This design comes from an exercise in tuning for small area, a short achievable clock period and few clock cycles on the open sky130 flow, not from production work.
In this exercise RTL edits were held to simulation tests only and were not proved equivalent to the original.
Power figures rest on the tool's default switching activity, not on a simulated workload.

==> flow/design.v <==
`timescale 1ns / 1ps
`default_nettype none
package uavol_pkg;
  localparam int VOLUME_STEPS = 101;
  localparam int GAIN_IDX_W   = $clog2(VOLUME_STEPS);
  localparam int GAIN_W       = 30;
  localparam int GAIN_SHIFT   = 29;
  localparam logic [1:0] CFG_RESOLUTION   = 2'd0;
  localparam logic [1:0] CFG_LEFT_VOLUME  = 2'd1;
  localparam logic [1:0] CFG_RIGHT_VOLUME = 2'd2;
  localparam logic [1:0] RES_16   = 2'd0;
  localparam logic [1:0] RES_24   = 2'd1;
  localparam logic [1:0] RES_32   = 2'd2;
  localparam logic [1:0] RES_NONE = 2'd3;
  typedef logic [GAIN_W-1:0] gain_t;
  function automatic gain_t gain_table(input logic [GAIN_IDX_W-1:0] idx);
    gain_t g;
    case (idx)
      7'd0: g = 30'h20000000;
      7'd1: g = 30'h1c8520af;
      7'd2: g = 30'h196b230b;
      7'd3: g = 30'h16a77dea;
      7'd4: g = 30'h1430cd74;
      7'd5: g = 30'h11feb33c;
      7'd6: g = 30'h1009b9cf;
      7'd7: g = 30'h0e4b3b63;
      7'd8: g = 30'h0cbd4b3f;
      7'd9: g = 30'h0b5aa19b;
      7'd10: g = 30'h0a1e89b1;
      7'd11: g = 30'h0904d1bd;
      7'd12: g = 30'h0809bcc3;
      7'd13: g = 30'h0729f5d9;
      7'd14: g = 30'h066284d5;
      7'd15: g = 30'h05b0c438;
      7'd16: g = 30'h05125831;
      7'd17: g = 30'h04852697;
      7'd18: g = 30'h04074fcb;
      7'd19: g = 30'h03972853;
      7'd20: g = 30'h03333333;
      7'd21: g = 30'h02da1cde;
      7'd22: g = 30'h028ab6b4;
      7'd23: g = 30'h0243f2fd;
      7'd24: g = 30'h0204e158;
      7'd25: g = 30'h01ccab86;
      7'd26: g = 30'h019a9294;
      7'd27: g = 30'h016dec56;
      7'd28: g = 30'h0146211f;
      7'd29: g = 30'h0122a9c2;
      7'd30: g = 30'h01030dc4;
      7'd31: g = 30'h00e6e1c6;
      7'd32: g = 30'h00cdc613;
      7'd33: g = 30'h00b76562;
      7'd34: g = 30'h00a373ae;
      7'd35: g = 30'h0091ad38;
      7'd36: g = 30'h0081d59e;
      7'd37: g = 30'h0073b70f;
      7'd38: g = 30'h00672194;
      7'd39: g = 30'h005bea6e;
      7'd40: g = 30'h0051eb85;
      7'd41: g = 30'h004902e3;
      7'd42: g = 30'h00411245;
      7'd43: g = 30'h0039feb2;
      7'd44: g = 30'h0033b022;
      7'd45: g = 30'h002e1127;
      7'd46: g = 30'h00290ea8;
      7'd47: g = 30'h002497a2;
      7'd48: g = 30'h00209ce9;
      7'd49: g = 30'h001d10f9;
      7'd50: g = 30'h0019e7c6;
      7'd51: g = 30'h00171693;
      7'd52: g = 30'h001493ce;
      7'd53: g = 30'h001256f0;
      7'd54: g = 30'h0010585e;
      7'd55: g = 30'h000e9152;
      7'd56: g = 30'h000cfbc3;
      7'd57: g = 30'h000b924e;
      7'd58: g = 30'h000a5028;
      7'd59: g = 30'h0009310b;
      7'd60: g = 30'h00083126;
      7'd61: g = 30'h00074d16;
      7'd62: g = 30'h000681d3;
      7'd63: g = 30'h0005ccab;
      7'd64: g = 30'h00052b36;
      7'd65: g = 30'h00049b50;
      7'd66: g = 30'h00041b10;
      7'd67: g = 30'h0003a8c3;
      7'd68: g = 30'h000342e4;
      7'd69: g = 30'h0002e818;
      7'd70: g = 30'h0002972d;
      7'd71: g = 30'h00024f0e;
      7'd72: g = 30'h00020ec7;
      7'd73: g = 30'h0001d57e;
      7'd74: g = 30'h0001a26f;
      7'd75: g = 30'h000174ee;
      7'd76: g = 30'h00014c60;
      7'd77: g = 30'h0001283b;
      7'd78: g = 30'h00010804;
      7'd79: g = 30'h0000eb4d;
      7'd80: g = 30'h0000d1b7;
      7'd81: g = 30'h0000bae8;
      7'd82: g = 30'h0000a695;
      7'd83: g = 30'h00009477;
      7'd84: g = 30'h00008452;
      7'd85: g = 30'h000075ee;
      7'd86: g = 30'h0000691b;
      7'd87: g = 30'h00005dad;
      7'd88: g = 30'h0000537d;
      7'd89: g = 30'h00004a68;
      7'd90: g = 30'h00004251;
      7'd91: g = 30'h00003b1b;
      7'd92: g = 30'h000034ad;
      7'd93: g = 30'h00002ef3;
      7'd94: g = 30'h000029d7;
      7'd95: g = 30'h0000254b;
      7'd96: g = 30'h0000213c;
      7'd97: g = 30'h00001d9f;
      7'd98: g = 30'h00001a66;
      7'd99: g = 30'h00001787;
      7'd100: g = 30'h000014f8;
      default: g = 30'h000014f8;
    endcase
    gain_table = g;
  endfunction
  function automatic logic [GAIN_IDX_W-1:0] gain_index(input logic [15:0] vol);
    logic [6:0] n;
    logic       z;
    logic       big;
    n   = ~vol[14:8];
    z   = vol[7:0] == 8'd0;
    big = n[6] & n[5] & (n[4] | n[3] | n[2]) | (n == 7'd99) & z;   
    if (!vol[15]) begin
      gain_index = '0;
    end else if (big) begin
      gain_index = GAIN_IDX_W'(VOLUME_STEPS - 1);
    end else begin
      gain_index = n + {6'd0, z};
    end
  endfunction
endpackage
`default_nettype wire
`timescale 1ns / 1ps
`default_nettype none
module uavol_unpack (
  input  wire logic                 clk,
  input  wire logic                 rst_n,
  input  wire logic                 in_valid,
  input  wire logic                 in_stall,
  input  wire logic [7:0]           in_data_byte,
  input  wire logic                 in_last_byte,
  input  wire logic                 cfg_wr_en,
  input  wire logic [1:0]           cfg_index,
  input  wire logic [15:0]          cfg_data,
  output logic                      emit,         
  output logic                      emit_here,    
  output logic                      e_acc,
  output logic                      l_acc,
  output logic                      e_no,
  output logic                      l_no,
  output logic [31:0]               frm_left,
  output logic [31:0]               frm_right,
  output logic                      frm_last,
  output logic [1:0]                frm_res_l,    
  output logic [1:0]                frm_res_r,
  output logic [6:0]                idx_l,        
  output logic [6:0]                idx_r
);
  logic [1:0]  res_r, res_nxt;
  logic [6:0]  idx_l_r, idx_r_r;
  logic [6:0]  cfg_idx;
  logic [2:0]  byte_pos_r, byte_pos_nxt;
  logic [23:0] partial_r, partial_nxt;
  logic [31:0] held_left_r, held_left_nxt;
  logic [1:0]  held_res_r, held_res_nxt;
  logic        accept;
  logic        unsupported;
  logic [1:0]  k;
  logic        second;
  logic        sample_done;
  logic [2:0]  pos_inc;
  logic [31:0] w_join;
  logic [31:0] w_sample;
  function automatic logic [6:0] pos_decode(input logic [1:0] res, input logic [2:0] p);
    case ({res, p})
      5'd0 : pos_decode = {2'd0, 1'b0, 1'b0, 3'd1};
      5'd1 : pos_decode = {2'd1, 1'b0, 1'b1, 3'd2};
      5'd2 : pos_decode = {2'd0, 1'b1, 1'b0, 3'd3};
      5'd3 : pos_decode = {2'd1, 1'b1, 1'b1, 3'd0};
      5'd4 : pos_decode = {2'd0, 1'b0, 1'b0, 3'd1};
      5'd5 : pos_decode = {2'd0, 1'b0, 1'b0, 3'd1};
      5'd6 : pos_decode = {2'd0, 1'b0, 1'b0, 3'd1};
      5'd7 : pos_decode = {2'd0, 1'b0, 1'b0, 3'd1};
      5'd8 : pos_decode = {2'd0, 1'b0, 1'b0, 3'd1};
      5'd9 : pos_decode = {2'd1, 1'b0, 1'b0, 3'd2};
      5'd10: pos_decode = {2'd2, 1'b0, 1'b1, 3'd3};
      5'd11: pos_decode = {2'd0, 1'b1, 1'b0, 3'd4};
      5'd12: pos_decode = {2'd1, 1'b1, 1'b0, 3'd5};
      5'd13: pos_decode = {2'd2, 1'b1, 1'b1, 3'd0};
      5'd14: pos_decode = {2'd0, 1'b0, 1'b0, 3'd1};
      5'd15: pos_decode = {2'd0, 1'b0, 1'b0, 3'd1};
      5'd16: pos_decode = {2'd0, 1'b0, 1'b0, 3'd1};
      5'd17: pos_decode = {2'd1, 1'b0, 1'b0, 3'd2};
      5'd18: pos_decode = {2'd2, 1'b0, 1'b0, 3'd3};
      5'd19: pos_decode = {2'd3, 1'b0, 1'b1, 3'd4};
      5'd20: pos_decode = {2'd0, 1'b1, 1'b0, 3'd5};
      5'd21: pos_decode = {2'd1, 1'b1, 1'b0, 3'd6};
      5'd22: pos_decode = {2'd2, 1'b1, 1'b0, 3'd7};
      5'd23: pos_decode = {2'd3, 1'b1, 1'b1, 3'd0};
      default: pos_decode = {2'd0, 1'b0, 1'b0, 3'd0};   
    endcase
  endfunction
  assign accept = in_valid && !in_stall;
  always_comb begin
    res_nxt = res_r;
    if (cfg_wr_en && cfg_index == uavol_pkg::CFG_RESOLUTION) res_nxt = cfg_data[1:0];
  end
  assign cfg_idx = uavol_pkg::gain_index(cfg_data);
  always_ff @(posedge clk) begin
    if (!rst_n) begin
      res_r   <= uavol_pkg::RES_16;
      idx_l_r <= '0;
      idx_r_r <= '0;
    end else begin
      res_r <= res_nxt;
      if (cfg_wr_en && cfg_index == uavol_pkg::CFG_LEFT_VOLUME)  idx_l_r <= cfg_idx;
      if (cfg_wr_en && cfg_index == uavol_pkg::CFG_RIGHT_VOLUME) idx_r_r <= cfg_idx;
    end
  end
  always_comb begin
    unsupported = (res_r == uavol_pkg::RES_NONE);
    {k, second, sample_done, pos_inc} = pos_decode(res_r, byte_pos_r);
    w_join      = {8'd0, partial_r} | ({24'd0, in_data_byte} << {k, 3'd0});
    w_sample    = w_join;
    emit_here   = !unsupported && sample_done && second;
    emit        = accept && emit_here;
  end
  always_comb begin
    byte_pos_nxt  = byte_pos_r;
    partial_nxt   = partial_r;
    held_left_nxt = held_left_r;
    held_res_nxt  = held_res_r;
    if (accept) begin
      byte_pos_nxt = pos_inc;
      if (unsupported || sample_done || in_last_byte) begin
        partial_nxt = '0;
      end else if (k == 2'd0) begin
        partial_nxt = {16'd0, in_data_byte};
      end else begin
        partial_nxt = partial_r | ({16'd0, in_data_byte} << {k, 3'd0});
      end
      if (!unsupported && sample_done && !second) begin
        held_left_nxt = w_sample;
        held_res_nxt  = res_r;
      end
      if (in_last_byte) begin
        byte_pos_nxt = 3'd0;
      end
    end
  end
  always_ff @(posedge clk) begin
    if (!rst_n) begin
      byte_pos_r  <= '0;
      partial_r   <= '0;
      held_left_r <= '0;
      held_res_r  <= '0;
    end else begin
      byte_pos_r  <= byte_pos_nxt;
      partial_r   <= partial_nxt;
      held_left_r <= held_left_nxt;
      held_res_r  <= held_res_nxt;
    end
  end
  function automatic logic ends_frame(input logic [1:0] res, input logic [2:0] p);
    ends_frame = res != uavol_pkg::RES_NONE && p == {res, 1'b1} + 3'd2;
  endfunction
  function automatic logic ends_left(input logic [1:0] res, input logic [2:0] p);
    ends_left = res != uavol_pkg::RES_NONE && p == {1'b0, res} + 3'd1;
  endfunction
  logic res_wr;
  always_comb begin
    res_wr = cfg_wr_en && cfg_index == uavol_pkg::CFG_RESOLUTION;
    e_acc  = !in_last_byte && (res_wr ? pos_inc[0] && pos_inc[2:1] != 2'd0
                                      : ends_frame(res_r, pos_inc));
    l_acc  = !in_last_byte && (res_wr ? pos_inc[2] == 1'b0 && pos_inc[1:0] != 2'd0
                                      : ends_left(res_r, pos_inc));
    e_no   = res_wr ? byte_pos_r[0] && byte_pos_r[2:1] != 2'd0  : ends_frame(res_r, byte_pos_r);
    l_no   = res_wr ? byte_pos_r[2] == 1'b0 && byte_pos_r[1:0] != 2'd0 : ends_left(res_r, byte_pos_r);
  end
  assign frm_res_l  = held_res_r;
  assign frm_res_r  = res_r;
  assign frm_left   = held_left_r;
  assign frm_right  = w_sample;
  assign frm_last   = in_last_byte;
  assign idx_l      = idx_l_r;
  assign idx_r      = idx_r_r;
endmodule
`default_nettype wire
`timescale 1ns / 1ps
`default_nettype none
module uavol_scale (
  input  wire logic               clk,
  input  wire logic               rst_n,
  input  wire logic               load,
  input  wire logic [31:0]        frm_left,
  input  wire logic [31:0]        frm_right,
  input  wire logic               frm_last,
  input  wire logic [1:0]         frm_res_l,
  input  wire logic [1:0]         frm_res_r,
  input  wire logic [6:0]         idx_l,
  input  wire logic [6:0]         idx_r,
  output logic                    free_ahead,
  output logic                    held_free_ahead,
  output logic                    out_valid,
  input  wire logic               out_stall,
  output logic signed [31:0]      out_left_sample,
  output logic signed [31:0]      out_right_sample,
  output logic                    out_last_frame
);
  logic                  full_r, full_nxt;
  logic                  first_r;               
  logic [2:0]            rem_l_r;               
  logic [2:0]            rem_r_r;
  logic [1:0]            pos_l_r;               
  logic [8:0]            top_l_r;               
  logic [31:0]           buf_r_r;
  logic [6:0]            idx_r_r;               
  uavol_pkg::gain_t      gain_r;                
  logic [11:0]           dig_r;                 
  logic                  last_r;
  logic                  out_valid_r, out_valid_nxt;
  logic [31:0]           out_left_r;
  logic                  out_last_r;
  logic                  hold;
  logic                  step;
  logic                  step_l, step_r;
  logic                  switch;
  logic                  done;
  uavol_pkg::gain_t      rom_gain;
  logic [8:0]            left_window;
  function automatic logic [2:0] booth(input logic [2:0] b);
    booth = {b[2], (b[2] & ~b[1] & ~b[0]) | (~b[2] & b[1] & b[0]), b[1] ^ b[0]};
  endfunction
  function automatic logic [11:0] booth4(input logic [8:0] w);
    booth4 = {booth(w[8:6]), booth(w[6:4]), booth(w[4:2]), booth(w[2:0])};
  endfunction
  function automatic logic [31:0] urow(input logic [2:0] d, input uavol_pkg::gain_t g);
    logic [30:0] m;
    m    = ({31{d[0]}} & {1'b0, g}) | ({31{d[1]}} & {g, 1'b0});
    urow = {~d[2], m ^ {31{d[2]}}};
  endfunction
  function automatic logic [79:0] mac(input logic [39:0] s, input logic [39:0] c,
                                      input logic n3, input logic first,
                                      input logic [11:0] d, input uavol_pkg::gain_t g);
    logic [39:0] sh, ch, u0, u1, u2, u3, s1a, c1a, s1b, c1b, s2, c2, so, co;
    logic [9:0]  low;
    logic [1:0]  c8;
    low = {2'b0, s[7:0]} + {2'b0, c[7:0]} + {3'b0, n3, 6'b0};
    c8  = first ? 2'b0 : low[9:8];
    sh  = first ? 40'h0080000000 : {8'b0, s[39:8]};
    ch  = first ? 40'h0 : {8'b0, c[39:8]};
    u0  = {8'b01010101, urow(d[2:0], g)};
    u1  = {6'b0, urow(d[5:3], g), c8[1], d[2]};
    u2  = {4'b0, urow(d[8:6], g), 1'b0, d[5], 2'b0};
    u3  = {2'b0, urow(d[11:9], g), 1'b0, d[8], 4'b0};
    s1a = u0 ^ u1 ^ u2;
    c1a = {(u0[38:0] & u1[38:0] | u0[38:0] & u2[38:0] | u1[38:0] & u2[38:0]), c8[0]};
    s1b = u3 ^ sh ^ ch;
    c1b = {(u3[38:0] & sh[38:0] | u3[38:0] & ch[38:0] | sh[38:0] & ch[38:0]), 1'b0};
    s2  = s1a ^ c1a ^ s1b;
    c2  = {(s1a[38:0] & c1a[38:0] | s1a[38:0] & s1b[38:0] | c1a[38:0] & s1b[38:0]), 1'b0};
    so  = s2 ^ c2 ^ c1b;
    co  = {(s2[38:0] & c2[38:0] | s2[38:0] & c1b[38:0] | c2[38:0] & c1b[38:0]), 1'b0};
    mac = {so, co};
  endfunction
  logic [39:0] sum_r, car_r;        
  logic        n3_r;
  logic        pend_l_r, pend_r_r;   
  logic [31:0] out_right_r;
  logic [36:0] result;
  assign result = sum_r[36:0] + car_r[36:0] + {30'd0, n3_r, 6'd0};
  logic last_pos;     
  logic boundary;     
  logic freeze;       
  logic pend_last_r;  
  logic        b_occ_r;
  logic [31:0] b_right_r;
  logic [8:0]  b_byte0_r, b_top_r;
  logic [6:0]  b_idx_l_r, b_idx_r_r;
  logic        b_last_r;
  logic [1:0]  b_res_l_r, b_res_r_r;
  logic        cur_free;     
  logic        cur_load;     
  logic        b_write;      
  logic [31:0] src_right;
  logic [8:0]  src_byte0, src_top;
  logic [6:0]  src_idx_r;
  logic        src_last;
  logic [1:0]  src_res_l, src_res_r;
  logic [8:0]  new_top;
  assign last_pos = rem_l_r == 3'd0 && rem_r_r == 3'd1;
  assign boundary = !full_r || last_pos;
  assign hold     = out_valid_r && out_stall;
  assign freeze   = hold && (pend_l_r || pend_r_r);
  assign step     = full_r && !freeze;
  assign step_l   = step && rem_l_r != 3'd0;
  assign step_r   = step && rem_l_r == 3'd0;
  assign switch   = step_l && rem_l_r == 3'd1;
  assign done     = step && last_pos;
  assign cur_free = !full_r || done;
  assign cur_load = cur_free && (b_occ_r || load);
  assign b_write  = load && (b_occ_r || !cur_free);
  always_comb begin
    case (frm_res_l)
      2'd0:    new_top = frm_left[15:7];
      2'd1:    new_top = frm_left[23:15];
      default: new_top = frm_left[31:23];
    endcase
    src_right = b_occ_r ? b_right_r : frm_right;
    src_byte0 = b_occ_r ? b_byte0_r : {frm_left[7:0], 1'b0};
    src_top   = b_occ_r ? b_top_r   : new_top;
    src_idx_r = b_occ_r ? b_idx_r_r : idx_r;
    src_last  = b_occ_r ? b_last_r  : frm_last;
    src_res_l = b_occ_r ? b_res_l_r : frm_res_l;
    src_res_r = b_occ_r ? b_res_r_r : frm_res_r;
  end
  always_comb begin
    full_nxt      = cur_load || (full_r && !done);
    out_valid_nxt = pend_r_r || hold;
  end
  always_comb begin
    logic       full_a, b_a, pl_a, pr_a, sure;
    logic [2:0] rl_a, rr_a;
    if (cur_free && b_occ_r) begin
      full_a = 1'b1;
      b_a    = 1'b0;
      rl_a   = {1'b0, b_res_l_r} + 3'd2;
      rr_a   = {1'b0, b_res_r_r} + 3'd2;
    end else begin
      full_a = full_r && !done;
      b_a    = b_occ_r;
      rl_a   = step_l ? rem_l_r - 3'd1 : rem_l_r;
      rr_a   = step_r ? rem_r_r - 3'd1 : rem_r_r;
    end
    pl_a   = freeze ? pend_l_r : switch;
    pr_a   = freeze ? pend_r_r : done;
    sure   = !((pl_a || pr_a) && out_valid_nxt);
    free_ahead      = !b_a || (full_a && rl_a == 3'd0 && rr_a == 3'd1 && sure);
    held_free_ahead = (!full_a || rl_a <= 3'd2 || (rl_a == 3'd3 && sure)) &&
                      !(b_a && b_res_l_r != 2'd0);
  end
  always_comb begin
    left_window = pos_l_r[1] ? frm_left[23:15] : frm_left[15:7];
  end
  assign rom_gain = uavol_pkg::gain_table((full_r && rem_l_r == 3'd1) ? idx_r_r :
                                          (b_occ_r ? b_idx_l_r : idx_l));
  always_ff @(posedge clk) begin
    if (!rst_n) begin
      full_r      <= 1'b0;
      out_valid_r <= 1'b0;
      pend_l_r    <= 1'b0;
      pend_r_r    <= 1'b0;
      b_occ_r     <= 1'b0;
    end else begin
      if (b_write)                 b_occ_r <= 1'b1;
      else if (cur_free && b_occ_r) b_occ_r <= 1'b0;
      full_r      <= full_nxt;
      out_valid_r <= out_valid_nxt;
      if (!freeze) begin
        pend_l_r <= switch;
        pend_r_r <= done;
      end
    end
  end
  always_ff @(posedge clk) begin
    if (cur_load || step_l) rem_l_r <= boundary ? {1'b0, src_res_l} + 3'd2 : rem_l_r - 3'd1;
    if (cur_load || step_r) rem_r_r <= boundary ? {1'b0, src_res_r} + 3'd2 : rem_r_r - 3'd1;
    if (cur_load || step_l) pos_l_r <= boundary ? 2'd1 : pos_l_r + 2'd1;
    if (cur_load || step_r) buf_r_r <= boundary ? src_right : {8'd0, buf_r_r[31:8]};
    if (cur_load) begin
      idx_r_r <= src_idx_r;
      last_r  <= src_last;
      top_l_r <= src_top;
    end
    if (b_write) begin
      b_right_r <= frm_right;
      b_byte0_r <= {frm_left[7:0], 1'b0};
      b_top_r   <= new_top;
      b_idx_l_r <= idx_l;
      b_idx_r_r <= idx_r;
      b_last_r  <= frm_last;
      b_res_l_r <= frm_res_l;
      b_res_r_r <= frm_res_r;
    end
    if (!full_r || !freeze && (rem_l_r == 3'd1 || last_pos)) gain_r <= rom_gain;
    if (cur_load || step) begin
      if (boundary)              dig_r <= booth4(src_byte0);
      else if (rem_l_r == 3'd1)  dig_r <= booth4({buf_r_r[7:0], 1'b0});
      else if (rem_l_r == 3'd2)  dig_r <= booth4(top_l_r);
      else if (rem_l_r != 3'd0)  dig_r <= booth4(left_window);
      else                       dig_r <= booth4(buf_r_r[15:7]);
      first_r <= boundary || rem_l_r == 3'd1;
    end
    if (step) begin
      {sum_r, car_r} <= mac(sum_r, car_r, n3_r, first_r, dig_r, gain_r);
      n3_r           <= dig_r[11];
    end
    if (pend_l_r && !hold) out_left_r  <= result[36:5];
    if (pend_r_r && !hold) begin
      out_right_r <= result[36:5];
      out_last_r  <= pend_last_r;
    end
    if (done) pend_last_r <= last_r;
  end
  assign out_valid        = out_valid_r;
  assign out_left_sample  = out_left_r;
  assign out_right_sample = out_right_r;
  assign out_last_frame   = out_last_r;
endmodule
`default_nettype wire
`timescale 1ns / 1ps
`default_nettype none
module usb_audio_unpack_volume (
  input  wire logic               clk,
  input  wire logic               rst_n,
  input  wire logic               in_valid,
  output logic                    in_stall,
  input  wire logic [7:0]         in_data_byte,
  input  wire logic               in_last_byte,
  output logic                    out_valid,
  input  wire logic               out_stall,
  output logic signed [31:0]      out_left_sample,
  output logic signed [31:0]      out_right_sample,
  output logic                    out_last_frame,
  input  wire logic               cfg_wr_en,
  input  wire logic [1:0]         cfg_index,
  input  wire logic [15:0]        cfg_data
);
  logic             in_stall_r;
  logic             emit;
  logic             emit_here;
  logic             e_acc, l_acc, e_no, l_no;
  logic             free_ahead;
  logic             held_free_ahead;
  logic             accept;
  logic [31:0]      frm_left;
  logic [31:0]      frm_right;
  logic             frm_last;
  logic [1:0]       frm_res_l;
  logic [1:0]       frm_res_r;
  logic [6:0]       idx_l;
  logic [6:0]       idx_r;
  always_ff @(posedge clk) begin
    if (!rst_n) begin
      in_stall_r <= 1'b0;
    end else begin
      if (accept) in_stall_r <= !emit_here && (e_acc && !free_ahead || l_acc && !held_free_ahead);
      else        in_stall_r <= e_no && !free_ahead || l_no && !held_free_ahead;
    end
  end
  assign in_stall = in_stall_r;
  assign accept   = in_valid && !in_stall_r;
  uavol_unpack u_unpack (
    .clk          (clk),
    .rst_n        (rst_n),
    .in_valid     (in_valid),
    .in_stall     (in_stall_r),
    .in_data_byte (in_data_byte),
    .in_last_byte (in_last_byte),
    .cfg_wr_en    (cfg_wr_en),
    .cfg_index    (cfg_index),
    .cfg_data     (cfg_data),
    .emit         (emit),
    .emit_here    (emit_here),
    .e_acc        (e_acc),
    .l_acc        (l_acc),
    .e_no         (e_no),
    .l_no         (l_no),
    .frm_left     (frm_left),
    .frm_right    (frm_right),
    .frm_last     (frm_last),
    .frm_res_l    (frm_res_l),
    .frm_res_r    (frm_res_r),
    .idx_l        (idx_l),
    .idx_r        (idx_r)
  );
  uavol_scale u_scale (
    .clk              (clk),
    .rst_n            (rst_n),
    .load             (emit),
    .frm_left         (frm_left),
    .frm_right        (frm_right),
    .frm_last         (frm_last),
    .frm_res_l        (frm_res_l),
    .frm_res_r        (frm_res_r),
    .idx_l            (idx_l),
    .idx_r            (idx_r),
    .free_ahead       (free_ahead),
    .held_free_ahead  (held_free_ahead),
    .out_valid        (out_valid),
    .out_stall        (out_stall),
    .out_left_sample  (out_left_sample),
    .out_right_sample (out_right_sample),
    .out_last_frame   (out_last_frame)
  );
endmodule
`default_nettype wire
==> flow/flow/run.sh <==
#!/bin/bash
set -euo pipefail
bash standard.sh SETUP_SLACK_MARGIN=6.5 "BUFFER_PORTS_ARGS=-buffer_cell sky130_fd_sc_hd__buf_1" finish > standard_make.log 2>&1
==> flow/standard.sh <==
#!/bin/bash
# synth_recipe.tcl (not shown) runs the flow's synth.tcl, then flattens the netlist and writes it again
# the make line also repeats each setting of config.mk as NAME=value (left out here)
make -C /OpenROAD-flow-scripts/flow DESIGN_CONFIG=/design/flow/config.mk WORK_HOME=/design/flow/orfs CLKGATE_MAP_FILE= SYNTH_SCRIPT=/design/flow/synth_recipe.tcl "${@:-finish}"
==> flow/config.mk <==
export PLATFORM = sky130hd
export DESIGN_NAME = usb_audio_unpack_volume
export DESIGN_NICKNAME = usb_audio_unpack_volume
export VERILOG_FILES = /design/flow/design.v
export SDC_FILE = /design/flow/constraint.sdc
export NUM_CORES = 4
export LEC_CHECK = 0
export CAP_MARGIN = 20
export CORE_MARGIN = 2
export CORE_UTILIZATION = 40
export SETUP_SLACK_MARGIN = 5
export SLEW_MARGIN = 20
==> flow/constraint.sdc <==
create_clock -name core_clock -period 10.0 [get_ports {clk}]
set_input_delay 2.0000 -clock core_clock [delete_from_list [all_inputs] [get_ports {clk}]]
set_output_delay 2.0000 -clock core_clock [all_outputs]
set_load 0.01 [all_outputs]
==> flow_results.xml, run 1 <==
<?xml version="1.0" encoding="UTF-8"?>
<metrics>
  <group name="status">
    <metric name="run_status" unit="">finished clean</metric>
  </group>
  <group name="yosys">
    <metric name="post_synth_net_total" unit="">3038</metric>
    <metric name="synth_cell_types" unit="">89</metric>
    <metric name="post_synth_edffs" unit="">308</metric>
    <metric name="post_synth_inst_count" unit="">2766</metric>
    <metric name="netlist_area" unit="um^2">27200</metric>
    <metric name="synth_sequential_area_ratio" unit="%">40.1</metric>
    <metric name="postSynth.topFlopCell" unit="">sky130_fd_sc_hd__edfxtp_1</metric>
    <metric name="yosys_warnings" unit="">3</metric>
    <metric name="yosys_register_bits" unit="">391</metric>
    <metric name="synthArstFlopShare" unit="%">0</metric>
    <metric name="synth.avg_cell_area" unit="um^2">9.85</metric>
  </group>
  <group name="sta">
    <metric name="maxSlewHeadroom" unit="%">33.9</metric>
    <metric name="timing.hold.ws" unit="ns">0.426</metric>
    <metric name="fin_tns_setup" unit="ns">0</metric>
    <metric name="worst-slew-pin-transition" unit="ns">0.992</metric>
    <metric name="finClkSkew" unit="ns">0.0323</metric>
    <metric name="final_max_slew_viol_count" unit="">0</metric>
    <metric name="setup_slack" unit="ns">6.41</metric>
    <metric name="fmaxAchievable" unit="MHz">279</metric>
    <metric name="finalCritPeriodShare" unit="%">35.9</metric>
    <metric name="period_minus_slack" unit="ns">3.59</metric>
    <metric name="report.final.hold_viol_count" unit="">0</metric>
    <metric name="setup_violations" unit="">0</metric>
    <metric name="rsz0062_at_grt" unit="">true</metric>
  </group>
  <group name="placed_design">
    <metric name="gp_routability_congestion" unit="">0.961</metric>
    <metric name="dp_hpwl" unit="mm">53.3</metric>
    <metric name="pre_cts_ws" unit="ns">5.58</metric>
    <metric name="numPlacedInstances" unit="">3557</metric>
    <metric name="port-buffer-count" unit="">98</metric>
  </group>
  <group name="hold_path">
    <metric name="worstHoldPathType" unit="">reg2reg</metric>
    <metric name="timing.hold.worst_path_depth" unit="">0</metric>
    <metric name="min_from" unit="">u_scale.last_r$_DFFE_PP_</metric>
    <metric name="whs_endpoint" unit="">u_scale.pend_last_r$_DFFE_PP_</metric>
  </group>
  <group name="layout">
    <metric name="post_route_cells_drive_above_1_share" unit="%">8.74</metric>
    <metric name="ff_latch_area" unit="um^2">10900</metric>
    <metric name="antenna_cells" unit="">0</metric>
    <metric name="num-fill-cells" unit="">6399</metric>
    <metric name="syn_to_final_growth" unit="%">12.0</metric>
    <metric name="fin_nets" unit="">3035</metric>
    <metric name="multi_input_comb_area" unit="um^2">15100</metric>
    <metric name="final_cells" unit="">3675</metric>
  </group>
  <group name="clock_network">
    <metric name="cts_max_path_buffers" unit="">3</metric>
    <metric name="hold_fix_buffers_at_cts" unit="">0</metric>
    <metric name="ctsRootBufferMaster" unit="">sky130_fd_sc_hd__clkbuf_16</metric>
    <metric name="tritoncts_clock_tree" unit="">yes</metric>
    <metric name="cts_inserted_buffers" unit="">48</metric>
    <metric name="ctsHtreeMaxLevel" unit="">2</metric>
    <metric name="clkSlewWorstSetupHoldPaths" unit="ns">0.06</metric>
    <metric name="clock-sinks" unit="">391</metric>
    <metric name="worst_skew_pair.late_latency" unit="ns">0.63</metric>
  </group>
  <group name="routing">
    <metric name="drc" unit="">0</metric>
    <metric name="detail-route-antenna-nets" unit="">0</metric>
    <metric name="detail_route.vias_per_cell" unit="">5.79</metric>
    <metric name="detailedRoute.firstPassIterationCount" unit="">5</metric>
    <metric name="post_drt_wl_per_cell" unit="um">21.4</metric>
    <metric name="detail_route.wirelength" unit="mm">78.6</metric>
    <metric name="route.vias.total" unit="">21300</metric>
    <metric name="drt_iter0_markers" unit="">2200</metric>
  </group>
  <group name="pwr">
    <metric name="leakage" unit="uW">0.0114</metric>
    <metric name="share_seq_of_total_power" unit="%">43.7</metric>
    <metric name="power_frac_comb" unit="%">13.6</metric>
    <metric name="power.density" unit="nW/um^2">140</metric>
    <metric name="totalPowerFinal" unit="uW">4260</metric>
    <metric name="total_switching_power" unit="uW">1130</metric>
    <metric name="irDropWorstVdd" unit="mV">0.119</metric>
    <metric name="internal_power" unit="uW">3120</metric>
    <metric name="power_switching_share" unit="%">26.6</metric>
    <metric name="pwr-share-clk" unit="%">42.7</metric>
  </group>
  <group name="run">
    <metric name="drv_cap" unit="">0</metric>
  </group>
  <group name="setup_path">
    <metric name="timing.critical_path.to_type" unit="">flop</metric>
    <metric name="worst_setup_path_start_kind" unit="">flop</metric>
    <metric name="reg2reg_setup_slack" unit="ns">6.41</metric>
    <metric name="worstSetupPathType" unit="">reg2reg</metric>
    <metric name="critical_path.reg2reg.endpoint" unit="">u_scale.gain_r[2]$_DFFE_PP_</metric>
    <metric name="worst_r2r_path_depth" unit="">12</metric>
    <metric name="worstPathRequired" unit="ns">10.36</metric>
    <metric name="critical_path_peak_fanout" unit="">66</metric>
    <metric name="arrival" unit="ns">3.95</metric>
    <metric name="reg2reg_from" unit="">u_scale.rem_l_r[1]$_DFFE_PP_</metric>
  </group>
  <group name="grt">
    <metric name="first_global_vias" unit="">21000</metric>
    <metric name="initial_antenna_violation_count" unit="">1</metric>
    <metric name="grt_pass1_wl" unit="mm">121</metric>
    <metric name="grt_start_max_net_pins" unit="">78</metric>
    <metric name="gr-total-overflow" unit="">0</metric>
    <metric name="grtUsageTotal" unit="%">21.8</metric>
  </group>
  <group name="floorplan">
    <metric name="initial_utilization" unit="%">40.5</metric>
    <metric name="core_area" unit="um^2">67300</metric>
    <metric name="num_io_pins" unit="">99</metric>
    <metric name="die_area" unit="um^2">70200</metric>
    <metric name="chipHeight" unit="um">265</metric>
    <metric name="die_width" unit="um">265</metric>
    <metric name="rows" unit="">95</metric>
  </group>
</metrics>
[cells by family (layout without fill, tap and decap cells)]
family,Yosys count,in the layout,synth area share [%]
buffers and inverters,398,433,5.82
xor gates and xnor gates,191,191,6.14
adders and majority gates,242,242,14.4
AOI/OAI and AO/OA,726,726,17.6
DFF,391,391,40.1
muxes,93,94,3.76
and+or+nand+nor,725,725,12.3
[flip-flops by register name, summed over array words and instances (netlist names), 7 cells and up]
signal and flops:
u_scale.b_right_r 32, u_scale.b_idx_r_r 7, u_scale.out_left_r 32, u_scale.idx_r_r 7, u_scale.out_right_r 32, u_scale.b_idx_l_r 7
u_unpack.idx_l_r 7, u_unpack.partial_r 24, u_scale.top_l_r 9, u_scale.sum_r 36, u_unpack.held_left_r 32, u_scale.gain_r 30
u_unpack.idx_r_r 7, u_scale.buf_r_r 32, u_scale.b_byte0_r 8, u_scale.dig_r 12, u_scale.b_top_r 9, u_scale.car_r 37
[per-stage QoR]
stage                     utilization (%)  cell area, um^2
after CTS                            44.7            30100
after floorplan                         -            27300
after global placement               41.9            28200
after detailed placement             41.9            28200
final                                45.3            30500
after global routing                 45.3            30500
[critical path: stages (launching register included)]
cell	delay [ns]
sky130_fd_sc_hd__edfxtp_1	0.44
sky130_fd_sc_hd__inv_1	0.14
sky130_fd_sc_hd__ha_1	0.22
sky130_fd_sc_hd__nand3b_4	0.16
sky130_fd_sc_hd__buf_12	0.18
sky130_fd_sc_hd__mux2i_4	0.17
sky130_fd_sc_hd__buf_8	0.40
sky130_fd_sc_hd__nand2_2	0.33
sky130_fd_sc_hd__nor2_2	0.31
sky130_fd_sc_hd__a21oi_1	0.09
sky130_fd_sc_hd__a221oi_2	0.38
sky130_fd_sc_hd__a32oi_1	0.20
sky130_fd_sc_hd__a21o_1	0.24
[layer usage]
| layer | up-vias | share of wire, % | wire length (um) | track usage (%) |
|---|---|---|---|---|
| met5 | - | 0 | 0 | 0 |
| met4 | 0 | 3.6 | 2820 | 7.97 |
| met3 | 197 | 6.5 | 5080 | 3.08 |
| met2 | 896 | 48 | 37500 | 36.8 |
| met1 | 10400 | 42 | 33200 | 28.5 |
| li1 | 9817 | - | - | - |
[Yosys cell counts, drive strengths merged (12+ instances only)]
master	n	area, um^2
nand2b	19	119
o211ai	41	308
o311ai	13	114
inv	186	698
o22ai	15	93.8
nor3	42	215
o211a	19	190
a31oi	28	175
a211oi	28	210
nor2b	35	219
and2	26	163
a21boi	29	225
a22oi	120	901
o21ai	144	724
mux2	29	330
a21o	18	135
buf	66	314
nand3b	12	103
and3	15	93.8
nor2	179	689
dfxtp	83	1660
clkbuf	146	574
a21oi	179	896
nand3	26	130
ha	120	1500
nor3b	31	233
mux2i	63	672
fa	120	2400
edfxtp	308	9250
nand2	314	1180
xor2	32	280
xnor2	159	1390
[power by group through the flow]
stage          logic, uW  registers, uW  clock network [uW]
2_1_floorplan        443           1850                   0
3_3_place_gp         560           1890                   0
3_5_place_dp         574           1890                   0
4_1_cts              580           1860                1860
5_1_grt              668           1860                1920
6_report             580           1860                1820
[placed cells by master (no fill, tap or decap), types with 10 or more instances in the layout]
| cell | instances |
|---|---|
| sky130_fd_sc_hd__mux2_2 | 26 |
| sky130_fd_sc_hd__nand3b_1 | 11 |
| sky130_fd_sc_hd__a21boi_0 | 26 |
| sky130_fd_sc_hd__buf_1 | 97 |
| sky130_fd_sc_hd__clkbuf_1 | 13 |
| sky130_fd_sc_hd__o21a_1 | 10 |
| sky130_fd_sc_hd__a211oi_1 | 28 |
| sky130_fd_sc_hd__a22oi_1 | 120 |
| sky130_fd_sc_hd__o21ai_0 | 127 |
| sky130_fd_sc_hd__and3_1 | 14 |
| sky130_fd_sc_hd__o221ai_1 | 10 |
| sky130_fd_sc_hd__fa_1 | 120 |
| sky130_fd_sc_hd__dfxtp_1 | 82 |
| sky130_fd_sc_hd__nor2_1 | 169 |
| sky130_fd_sc_hd__xnor2_1 | 159 |
| sky130_fd_sc_hd__nor2b_1 | 34 |
| sky130_fd_sc_hd__nor3b_1 | 30 |
| sky130_fd_sc_hd__mux2i_1 | 58 |
| sky130_fd_sc_hd__o22ai_1 | 15 |
| sky130_fd_sc_hd__ha_1 | 110 |
| sky130_fd_sc_hd__clkbuf_16 | 50 |
| sky130_fd_sc_hd__nand2b_1 | 18 |
| sky130_fd_sc_hd__o211ai_1 | 41 |
| sky130_fd_sc_hd__nand2_1 | 306 |
| sky130_fd_sc_hd__buf_4 | 36 |
| sky130_fd_sc_hd__and2_1 | 25 |
| sky130_fd_sc_hd__a21o_1 | 18 |
| sky130_fd_sc_hd__a21oi_1 | 176 |
| sky130_fd_sc_hd__buf_6 | 10 |
| sky130_fd_sc_hd__o211a_1 | 19 |
| sky130_fd_sc_hd__edfxtp_1 | 308 |
| sky130_fd_sc_hd__a31oi_1 | 27 |
| sky130_fd_sc_hd__xor2_1 | 32 |
| sky130_fd_sc_hd__inv_1 | 181 |
| sky130_fd_sc_hd__nor3_1 | 38 |
| sky130_fd_sc_hd__nand3_1 | 26 |
| sky130_fd_sc_hd__o21ai_1 | 15 |
[what timing repair did]
item | in CTS | in global routing
pin swaps | 1 | 6
resized for setup | 31 | 39
setup endpoints to repair | 249 | 246
gates cloned | 1 | 2
setup buffers | 12 | 13
[final cells by class]
class | instances | area share, %
repair buffers | 158 | 3.35
flip-flops and latches | 391 | 35.8
well taps | 873 | 3.58
clock buffers | 64 | 4.23
multi-input cells | 1978 | 49.5
inverters | 186 | 2.33
clock inverters | 25 | 1.20
[worst max path at each step]
stage	from	to	slack, ns
after detailed placement	out_stall	u_scale.b_right_r[6]$_DFFE_PP_	5.58
after global routing	u_scale.rem_l_r[1]$_DFFE_PP_	u_scale.gain_r[2]$_DFFE_PP_	6.40
after floorplan	out_stall	in_stall_r$_SDFF_PN0_	5.72
after global placement	out_stall	u_scale.b_right_r[4]$_DFFE_PP_	5.69
final	u_scale.rem_l_r[1]$_DFFE_PP_	u_scale.gain_r[2]$_DFFE_PP_	6.41
after CTS	out_stall	u_scale.sum_r[3]$_DFFE_PN_	6.47
Testbench counts, summed over its fixed seeds: cycles 19,044.
==> run 2: changes to the inputs <==
==> flow/flow/run.sh (replaced) <==
#!/bin/bash
set -euo pipefail
bash standard.sh SETUP_SLACK_MARGIN=6 "BUFFER_PORTS_ARGS=-buffer_cell sky130_fd_sc_hd__buf_1" finish > standard_make.log 2>&1
==> run 2 against run 1 <==
Worst setup slack worse by 0.32 ns. Sequential share of layout area increased by 0.72 points. Largest cell class unchanged. Count of clock-buffer cells in the layout shrank 4. Total power shrank 0.56%.
==> flow_results.xml, run 2 <==
<?xml version="1.0" encoding="UTF-8"?>
<metrics>
  <group name="routing">
    <metric name="post_drt_wl_per_cell" unit="um">20.8</metric>
    <metric name="drt_iter0_markers" unit="">1824</metric>
    <metric name="detailedRoute.firstPassIterationCount" unit="">6</metric>
    <metric name="route.vias.total" unit="">20800</metric>
    <metric name="drc" unit="">0</metric>
    <metric name="detail_route.wirelength" unit="mm">75.9</metric>
    <metric name="detail-route-antenna-nets" unit="">0</metric>
    <metric name="detail_route.vias_per_cell" unit="">5.71</metric>
  </group>
  <group name="setup_path">
    <metric name="timing.critical_path.to_type" unit="">flop</metric>
    <metric name="worst_setup_path_start_kind" unit="">flop</metric>
    <metric name="crit_path_top_delay_cell" unit="">sky130_fd_sc_hd__a221oi_1</metric>
    <metric name="worstPathRequired" unit="ns">10.35</metric>
    <metric name="crit_buf_inv" unit="">1</metric>
    <metric name="critPathTopFamily" unit="">simple AND/OR/NAND/NOR gates</metric>
    <metric name="critical_path_peak_fanout" unit="">66</metric>
    <metric name="worstSetupPathType" unit="">reg2reg</metric>
    <metric name="critical-path-max-stage-delay" unit="ns">0.52</metric>
    <metric name="crit_path_cell_trace" unit="">ha_1, nand3b_4, mux2i_4, buf_6, nand2_1, nor2_1, a21oi_1, a221oi_1, a32oi_1, a21o_1</metric>
    <metric name="arrival" unit="ns">4.26</metric>
  </group>
  <group name="layout">
    <metric name="ff_latch_area" unit="um^2">10900</metric>
    <metric name="final_common_cell" unit="">sky130_fd_sc_hd__nand2_1</metric>
    <metric name="syn_to_final_growth" unit="%">9.78</metric>
    <metric name="fin_nets" unit="">3011</metric>
    <metric name="mostFrequentLayoutCells" unit="">sky130_fd_sc_hd__nand2_1, sky130_fd_sc_hd__edfxtp_1, sky130_fd_sc_hd__inv_1, sky130_fd_sc_hd__a21oi_1, sky130_fd_sc_hd__nor2_1</metric>
    <metric name="antenna_cells" unit="">0</metric>
    <metric name="num-fill-cells" unit="">6383</metric>
    <metric name="number_of_flip_flops_under_the_largest_register_name" unit="">37</metric>
    <metric name="multi_input_comb_area" unit="um^2">14800</metric>
    <metric name="post_route_cells_drive_above_1_share" unit="%">6.98</metric>
  </group>
  <group name="yosys">
    <metric name="synth_cell_types" unit="">89</metric>
    <metric name="synth.avg_cell_area" unit="um^2">9.85</metric>
    <metric name="postSynth.topFlopCell" unit="">sky130_fd_sc_hd__edfxtp_1</metric>
    <metric name="post_synth_inst_count" unit="">2766</metric>
    <metric name="yosys_warnings" unit="">3</metric>
    <metric name="yosys.cell_count.top_type" unit="">sky130_fd_sc_hd__nand2_1</metric>
    <metric name="netlist_area" unit="um^2">27200</metric>
    <metric name="post_synth_net_total" unit="">3038</metric>
    <metric name="synth.area.top_cells" unit="">sky130_fd_sc_hd__edfxtp_1, sky130_fd_sc_hd__fa_1, sky130_fd_sc_hd__dfxtp_1, sky130_fd_sc_hd__ha_1, sky130_fd_sc_hd__xnor2_1</metric>
    <metric name="post_synth_edffs" unit="">308</metric>
    <metric name="synthArstFlopShare" unit="%">0</metric>
    <metric name="yosys_register_bits" unit="">391</metric>
    <metric name="synth_sequential_area_ratio" unit="%">40.1</metric>
    <metric name="yosys.area.top_type" unit="">sky130_fd_sc_hd__edfxtp_1</metric>
    <metric name="ys_top_cells_by_count" unit="">sky130_fd_sc_hd__nand2_1, sky130_fd_sc_hd__edfxtp_1, sky130_fd_sc_hd__inv_1, sky130_fd_sc_hd__a21oi_1, sky130_fd_sc_hd__nor2_1</metric>
    <metric name="netlist.area_leader.share" unit="%">34.0</metric>
  </group>
  <group name="pwr">
    <metric name="totalPowerFinal" unit="uW">4230</metric>
    <metric name="power.density" unit="nW/um^2">142</metric>
    <metric name="irDropWorstVdd" unit="mV">0.123</metric>
    <metric name="leakage" unit="uW">0.0112</metric>
  </group>
  <group name="grt">
    <metric name="gr-total-overflow" unit="">0</metric>
    <metric name="grt_pass1_wl" unit="mm">119</metric>
    <metric name="first_global_vias" unit="">20900</metric>
    <metric name="grtUsageTotal" unit="%">21.3</metric>
    <metric name="grt_start_max_net_pins" unit="">82</metric>
    <metric name="initial_antenna_violation_count" unit="">1</metric>
  </group>
  <group name="floorplan">
    <metric name="core_area" unit="um^2">67300</metric>
    <metric name="chipHeight" unit="um">265</metric>
    <metric name="num_io_pins" unit="">99</metric>
    <metric name="die_width" unit="um">265</metric>
    <metric name="initial_utilization" unit="%">40.5</metric>
    <metric name="die_area" unit="um^2">70200</metric>
    <metric name="rows" unit="">95</metric>
  </group>
  <group name="hold_path">
    <metric name="worstHoldPathType" unit="">reg2reg</metric>
  </group>
  <group name="sta">
    <metric name="finalCritPeriodShare" unit="%">39.1</metric>
    <metric name="fin_tns_setup" unit="ns">0</metric>
    <metric name="setup_violations" unit="">0</metric>
    <metric name="maxSlewHeadroom" unit="%">22.3</metric>
    <metric name="final_max_slew_viol_count" unit="">0</metric>
    <metric name="report.final.hold_viol_count" unit="">0</metric>
    <metric name="finClkSkew" unit="ns">0.0297</metric>
    <metric name="setup_slack" unit="ns">6.09</metric>
    <metric name="worst-slew-pin-transition" unit="ns">1.17</metric>
    <metric name="fmaxAchievable" unit="MHz">256</metric>
    <metric name="period_minus_slack" unit="ns">3.91</metric>
    <metric name="rsz0062_at_grt" unit="">false</metric>
  </group>
  <group name="placed_design">
    <metric name="gp_routability_congestion" unit="">0.955</metric>
    <metric name="pre_cts_ws" unit="ns">5.54</metric>
    <metric name="port-buffer-count" unit="">98</metric>
    <metric name="dp_hpwl" unit="mm">53.6</metric>
  </group>
  <group name="status">
    <metric name="run_status" unit="">finished clean</metric>
  </group>
  <group name="clock_network">
    <metric name="clkSlewWorstSetupHoldPaths" unit="ns">0.06</metric>
    <metric name="cts_inserted_buffers" unit="">48</metric>
    <metric name="worst_skew_pair.late_latency" unit="ns">0.62</metric>
    <metric name="ctsHtreeMaxLevel" unit="">2</metric>
    <metric name="ctsRootBufferMaster" unit="">sky130_fd_sc_hd__clkbuf_16</metric>
    <metric name="clock-sinks" unit="">391</metric>
    <metric name="hold_fix_buffers_at_cts" unit="">0</metric>
    <metric name="cts_max_path_buffers" unit="">3</metric>
    <metric name="tritoncts_clock_tree" unit="">yes</metric>
  </group>
  <group name="run">
    <metric name="drv_cap" unit="">0</metric>
  </group>
</metrics>
run 2: cell count changes in the layout (fill, tap and decap cells not counted), moves of 7 or more:
cell	previous run	this run
sky130_fd_sc_hd__buf_4	36	27
sky130_fd_sc_hd__clkinv_1	2	10
sky130_fd_sc_hd__clkbuf_1	13	6
sky130_fd_sc_hd__buf_6	10	3
sky130_fd_sc_hd__o21ai_0	127	135
sky130_fd_sc_hd__ha_4	8	0
sky130_fd_sc_hd__o21ai_1	15	7
run 2: area by class of cell:
class	instances	area share [%]
multi-input combinational	1977	49.7
sequential	391	36.5
clock buffer	60	4.44
tap	873	3.65
timing repair buffer	135	2.36
inverter	186	2.36
clock inverter	29	1.04
run 2: logic make-up after synthesis:
family	count (synthesis)	share of synthesized area [%]
AOI/OAI and AO/OA	726	17.6
xor gates and xnor gates	191	6.14
adders and majority gates	242	14.4
buffers and inverters	398	5.82
DFF	391	40.1
muxes	93	3.76
and+or+nand+nor	725	12.3
run 2: layer usage:
metal  vias up  part of all wire (%)  GRT usage, %  routed length [um]
li1       9768                     -             -                   -
met3       174                   5.5          2.74                4200
met5         -                 0.024             0                  18
met4         2                   3.5          7.96                2660
met2       694                    48          36.7               36600
met1     10200                    43          27.4               32400
run 2: power breakdown:
part / internal (uW) / total, uW / switching, uW
sequential: 1810 / 1860 / 48.7
clock: 1060 / 1800 / 742
combinational: 235 / 576 / 341
total: 3100 / 4230 / 1130
run 2: worst paths after layout:
check | slack, ns | startpoint | end | depth (start not counted)
setup / recovery | 6.09 | u_scale.rem_l_r[0]$_DFFE_PP_ | u_scale.gain_r[2]$_DFFE_PP_ | 10
hold / removal | 0.42 | u_scale.last_r$_DFFE_PP_ | u_scale.pend_last_r$_DFFE_PP_ | 0
setup reg to reg | 6.09 | u_scale.rem_l_r[0]$_DFFE_PP_ | u_scale.gain_r[2]$_DFFE_PP_ | 10
hold reg to reg | 0.42 | u_scale.last_r$_DFFE_PP_ | u_scale.pend_last_r$_DFFE_PP_ | 0
run 2: worst reg2reg max path, stage by stage (launching register included):
cell and delay [ns]:
sky130_fd_sc_hd__edfxtp_1 0.49, sky130_fd_sc_hd__ha_1 0.29, sky130_fd_sc_hd__nand3b_4 0.24, sky130_fd_sc_hd__mux2i_4 0.29, sky130_fd_sc_hd__buf_6 0.47, sky130_fd_sc_hd__nand2_1 0.49, sky130_fd_sc_hd__nor2_1 0.44, sky130_fd_sc_hd__a21oi_1 0.08
sky130_fd_sc_hd__a221oi_1 0.52, sky130_fd_sc_hd__a32oi_1 0.11, sky130_fd_sc_hd__a21o_1 0.24
run 2: repair_timing:
action | 4_1_cts | 5_1_grt
gates resized for setup | 5 | 16
setup buffers | 0 | 3
endpoints found under the setup margin | 59 | 149
gates cloned | 0 | 0
run 2: per-stage QoR:
step                hold slack [ns]  cell area (um^2)  instances  utilization [%]
floorplan                     0.400             27300       2766                -
global placement              0.413             28100       3553             41.8
detailed placement            0.408             28100       3554             41.8
CTS                           0.422             29800       3643             44.2
global route                  0.423             29900       3651             44.5
finish                        0.421             29900       3651             44.5
==> run 3: changes to the inputs <==
==> flow/flow/run.sh (replaced) <==
#!/bin/bash
set -euo pipefail
bash standard.sh SETUP_SLACK_MARGIN=7 "BUFFER_PORTS_ARGS=-buffer_cell sky130_fd_sc_hd__buf_1" finish > standard_make.log 2>&1
==> run 3 against run 2 <==
Still clean on timing, DRC and antenna. Combinational power grew 16%. Largest cell class unchanged. Total power grew 2.0%. Synthesized cell count is the same. Worst setup slack better by 0.59 ns. Utilization is 6.0 points higher.
==> flow_results.xml, run 3 <==
<?xml version="1.0" encoding="UTF-8"?>
<metrics>
  <group name="grt">
    <metric name="grtUsageTotal" unit="%">23.7</metric>
    <metric name="grt_pass1_wl" unit="mm">130</metric>
    <metric name="initial_antenna_violation_count" unit="">0</metric>
    <metric name="first_global_vias" unit="">22200</metric>
    <metric name="grt_start_max_net_pins" unit="">84</metric>
    <metric name="gr-total-overflow" unit="">0</metric>
  </group>
  <group name="pwr">
    <metric name="internal_power" unit="uW">3150</metric>
    <metric name="total_switching_power" unit="uW">1160</metric>
    <metric name="irDropWorstVdd" unit="mV">0.136</metric>
    <metric name="pwr-share-clk" unit="%">41.5</metric>
    <metric name="share_seq_of_total_power" unit="%">43.1</metric>
    <metric name="power_frac_comb" unit="%">15.5</metric>
    <metric name="power_switching_share" unit="%">27.0</metric>
    <metric name="power.density" unit="nW/um^2">127</metric>
    <metric name="leakage" unit="uW">0.0130</metric>
  </group>
  <group name="setup_path">
    <metric name="crit_buf_inv" unit="">1</metric>
    <metric name="critical_path_peak_fanout" unit="">2</metric>
    <metric name="worst_r2r_path_depth" unit="">10</metric>
    <metric name="arrival" unit="ns">3.81</metric>
    <metric name="reg2reg_from" unit="">u_scale.car_r[4]$_DFFE_PN_</metric>
    <metric name="worstSetupPathType" unit="">in2reg</metric>
    <metric name="critical_path.reg2reg.endpoint" unit="">u_scale.sum_r[2]$_DFFE_PN_</metric>
    <metric name="critPathTopFamily" unit="">simple AND/OR/NAND/NOR gates</metric>
    <metric name="critical-path-max-stage-delay" unit="ns">0.54</metric>
    <metric name="crit_path_top_delay_cell" unit="">sky130_fd_sc_hd__or4_4</metric>
    <metric name="crit_path_cell_trace" unit="">buf_1, or4_4, nor2_4, ha_4, nand2_4, or4b_4, and3_4, mux2i_1, nor2b_1</metric>
    <metric name="worst_setup_path_start_kind" unit="">input pin</metric>
    <metric name="timing.critical_path.to_type" unit="">flop</metric>
    <metric name="reg2reg_setup_slack" unit="ns">6.86</metric>
    <metric name="worstPathRequired" unit="ns">10.49</metric>
  </group>
  <group name="hold_path">
    <metric name="whs_endpoint" unit="">u_scale.pend_last_r$_DFFE_PP_</metric>
    <metric name="min_from" unit="">u_scale.last_r$_DFFE_PP_</metric>
    <metric name="worstHoldPathType" unit="">reg2reg</metric>
    <metric name="timing.hold.worst_path_depth" unit="">0</metric>
  </group>
  <group name="clock_network">
    <metric name="cts_inserted_buffers" unit="">48</metric>
    <metric name="clock-sinks" unit="">391</metric>
    <metric name="worst_skew_pair.late_latency" unit="ns">0.62</metric>
    <metric name="cts_max_path_buffers" unit="">3</metric>
    <metric name="hold_fix_buffers_at_cts" unit="">0</metric>
    <metric name="clkSlewWorstSetupHoldPaths" unit="ns">0.05</metric>
    <metric name="tritoncts_clock_tree" unit="">yes</metric>
    <metric name="ctsHtreeMaxLevel" unit="">2</metric>
    <metric name="ctsRootBufferMaster" unit="">sky130_fd_sc_hd__clkbuf_16</metric>
  </group>
  <group name="sta">
    <metric name="maxSlewHeadroom" unit="%">27.5</metric>
    <metric name="period_minus_slack" unit="ns">3.32</metric>
    <metric name="report.final.hold_viol_count" unit="">0</metric>
    <metric name="fmaxAchievable" unit="MHz">301</metric>
    <metric name="fin_tns_setup" unit="ns">0</metric>
    <metric name="rsz0062_at_grt" unit="">true</metric>
    <metric name="setup_violations" unit="">0</metric>
    <metric name="worst-slew-pin-transition" unit="ns">1.09</metric>
    <metric name="finalCritPeriodShare" unit="%">33.2</metric>
    <metric name="final_max_slew_viol_count" unit="">0</metric>
    <metric name="finClkSkew" unit="ns">0.0310</metric>
  </group>
  <group name="yosys">
    <metric name="combinational_family_with_the_most_area_after_synthesis" unit="">compound AO/OA/AOI/OAI gates</metric>
    <metric name="synth.avg_cell_area" unit="um^2">9.85</metric>
    <metric name="synth-simple-area-share" unit="%">12.3</metric>
    <metric name="yosys.area.top_type" unit="">sky130_fd_sc_hd__edfxtp_1</metric>
    <metric name="synth_sequential_area_ratio" unit="%">40.1</metric>
    <metric name="synth-xor-area-share" unit="%">6.14</metric>
    <metric name="yosys_register_bits" unit="">391</metric>
    <metric name="share_of_the_synthesized_area_in_compound_gates_ao_oa_aoi_oai" unit="%">17.6</metric>
    <metric name="yosys.cell_count.top_type" unit="">sky130_fd_sc_hd__nand2_1</metric>
    <metric name="yosys_warnings" unit="">3</metric>
    <metric name="synth.area.top_cells" unit="">sky130_fd_sc_hd__edfxtp_1, sky130_fd_sc_hd__fa_1, sky130_fd_sc_hd__dfxtp_1, sky130_fd_sc_hd__ha_1, sky130_fd_sc_hd__xnor2_1</metric>
    <metric name="post_synth_net_total" unit="">3038</metric>
    <metric name="netlist_area" unit="um^2">27200</metric>
    <metric name="synthArstFlopShare" unit="%">0</metric>
    <metric name="ys_top_cells_by_count" unit="">sky130_fd_sc_hd__nand2_1, sky130_fd_sc_hd__edfxtp_1, sky130_fd_sc_hd__inv_1, sky130_fd_sc_hd__a21oi_1, sky130_fd_sc_hd__nor2_1</metric>
    <metric name="synthAdderAreaFrac" unit="%">14.4</metric>
    <metric name="post_synth_edffs" unit="">308</metric>
    <metric name="synth_cell_types" unit="">89</metric>
    <metric name="post_synth_mux_area_share" unit="%">3.76</metric>
    <metric name="netlist.area_leader.share" unit="%">34.0</metric>
    <metric name="post_synth_inst_count" unit="">2766</metric>
    <metric name="postSynth.topFlopCell" unit="">sky130_fd_sc_hd__edfxtp_1</metric>
  </group>
  <group name="floorplan">
    <metric name="core_area" unit="um^2">67300</metric>
    <metric name="initial_utilization" unit="%">40.5</metric>
    <metric name="num_io_pins" unit="">99</metric>
    <metric name="die_area" unit="um^2">70200</metric>
    <metric name="die_width" unit="um">265</metric>
    <metric name="rows" unit="">95</metric>
    <metric name="chipHeight" unit="um">265</metric>
  </group>
  <group name="layout">
    <metric name="fin_nets" unit="">3184</metric>
    <metric name="number_of_flip_flops_under_the_largest_register_name" unit="">37</metric>
    <metric name="multi_input_comb_area" unit="um^2">16700</metric>
    <metric name="antenna_cells" unit="">0</metric>
    <metric name="final_common_cell" unit="">sky130_fd_sc_hd__edfxtp_1</metric>
    <metric name="ff_latch_area" unit="um^2">10900</metric>
    <metric name="num-fill-cells" unit="">5987</metric>
    <metric name="layout.cell_area.non_filler" unit="um^2">33900</metric>
    <metric name="fin_util" unit="%">50.4</metric>
    <metric name="post_route_cells_drive_above_1_share" unit="%">24.5</metric>
    <metric name="syn_to_final_growth" unit="%">24.5</metric>
    <metric name="mostFrequentLayoutCells" unit="">sky130_fd_sc_hd__edfxtp_1, sky130_fd_sc_hd__nand2_1, sky130_fd_sc_hd__a21oi_1, sky130_fd_sc_hd__inv_1, sky130_fd_sc_hd__nor2_1</metric>
  </group>
  <group name="placed_design">
    <metric name="dp_hpwl" unit="mm">53.8</metric>
    <metric name="port-buffer-count" unit="">98</metric>
    <metric name="gp_routability_congestion" unit="">0.955</metric>
    <metric name="dpl-instance-area" unit="um^2">28200</metric>
  </group>
  <group name="routing">
    <metric name="detail_route.vias_per_cell" unit="">5.81</metric>
    <metric name="detail-route-antenna-nets" unit="">0</metric>
    <metric name="detailedRoute.firstPassIterationCount" unit="">5</metric>
    <metric name="post_drt_wl_per_cell" unit="um">22.8</metric>
    <metric name="route.vias.total" unit="">22200</metric>
    <metric name="drt_iter0_markers" unit="">1931</metric>
    <metric name="detail_route.wirelength" unit="mm">87.1</metric>
    <metric name="drc" unit="">0</metric>
  </group>
  <group name="run">
    <metric name="drv_cap" unit="">0</metric>
  </group>
  <group name="status">
    <metric name="run_status" unit="">finished clean</metric>
  </group>
</metrics>
[run 3: changes by cell type in the layout (fill, tap and decap cells not counted), moves of 35 or more]
cell	before	now
sky130_fd_sc_hd__a22oi_1	120	61
sky130_fd_sc_hd__a22oi_2	0	59
sky130_fd_sc_hd__buf_1	97	40
sky130_fd_sc_hd__buf_4	27	124
sky130_fd_sc_hd__clkbuf_2	1	54
sky130_fd_sc_hd__o21ai_0	135	100
sky130_fd_sc_hd__xnor2_1	159	118
sky130_fd_sc_hd__xnor2_2	0	40
[run 3: worst max-delay path by stage]
stage / from / endpoint / slack, ns / depth (start not counted)
after floorplan: out_stall / in_stall_r$_SDFF_PN0_ / 5.72 / 9
after global placement: u_scale.rem_l_r[1]$_DFFE_PP_ / u_scale.gain_r[14]$_DFFE_PP_ / 5.48 / 12
after detailed placement: u_scale.rem_l_r[1]$_DFFE_PP_ / u_scale.gain_r[7]$_DFFE_PP_ / 5.45 / 12
after CTS: cfg_data[6] / u_unpack.idx_l_r[5]$_SDFFE_PN0P_ / 6.70 / 9
after global routing: cfg_data[2] / u_unpack.idx_l_r[5]$_SDFFE_PN0P_ / 6.61 / 9
final: cfg_data[2] / u_unpack.idx_l_r[5]$_SDFFE_PN0P_ / 6.68 / 9
[run 3: routing by layer]
| layer | GRT usage, % | wire length, um |
|---|---|---|
| met5 | 0 | 0 |
| met4 | 10.0 | 4330 |
| met3 | 3.57 | 5420 |
| met2 | 40.6 | 41800 |
| met1 | 29.7 | 35500 |
[run 3: what timing repair did]
item / in CTS / in global routing
gates resized for setup: 207 / 331
cloned: 13 / 8
buffers inserted: 99 / 63
endpoints found under the setup margin: 532 / 419
pin swaps: 81 / 194
[run 3: power by group through the flow]
stage               registers [uW]  logic, uW  clock network [uW]
floorplan                     1850        448                   0
global placement              1890        565                   0
detailed placement            1890        578                   0
CTS                           1860        620                1830
global route                  1860        755                1890
finish                        1860        667                1790
[run 3: stage by stage]
step	worst slack, ns	hold WS (ns)	std cells	power (uW)
finish	6.68	0.429	3822	4320
global placement	5.48	0.404	3551	2460
CTS	6.70	0.431	3751	4300
floorplan	5.72	0.400	2766	2300
detailed placement	5.45	0.418	3552	2470
global route	6.61	0.431	3822	4510
[run 3: cell type report]
cell class                      instances  area share [%]
Sequential cell                       391            32.2
Multi-Input combinational cell       1985            49.2
Clock buffer                           62            4.03
Tap cell                              873            3.22
Inverter                              186            2.20
Timing Repair Buffer                  300            8.30
Clock inverter                         25           0.860
[run 3: cell families after synthesis]
kind of cell             after synthesis
AO/OA/AOI/OAI                        726
AND/OR/NAND/NOR                      725
buffers and inverters                398
flip-flops                           391
adder cells (fa/ha/maj)              242
XOR/XNOR                             191
multiplexers                          93
[run 3: worst register-to-register path, delay by kind of cell (launching register included)]
family          cells  cell delay [ns]
compound gates      3             0.49
fa+ha+maj           3             1.38
buf+inv             1             0.04
flops               1             0.49
simple gates        3             0.49

-- separate check: timing with driven ports --
The results above use ideal ports. As a check the final layouts listed here were re-extracted and re-timed, cells and wires unchanged.
Step 1, drivers: a clkbuf_16 drives clk and a buf_2 each remaining input, both assumed.
Step 2, shift: input delay + t, output delay - t, t = (earliest + latest rising clock arrival at the registers) / 2. This alone moves slack from input paths to output paths.
Slacks: ideal / step 1 / step 2; pairs: ideal / step 1.
| run | shift t [ns] | setup WS [ns] | worst hold slack (ns) | slew at the worst register clock pin (ns) | worst slew at a driven data input, ns |
|---|---|---|---|---|---|
| run 1 | 0.671 | 6.411 / 6.411 / 5.918 | 0.426 / 0.426 / 0.426 | 0.07 / 0.07 | 0.07 |
| run 2 | 0.667 | 6.091 / 6.091 / 5.540 | 0.421 / 0.421 / 0.421 | 0.06 / 0.06 | 0.07 |
| run 3 | 0.667 | 6.679 / 6.719 / 6.052 | 0.429 / 0.429 / 0.429 | 0.07 / 0.07 | 0.08 |
After both steps every run listed still meets setup and hold. The setup slack of run 3, which loses most, moves by +0.040 ns with the drivers and by -0.627 ns with both steps.
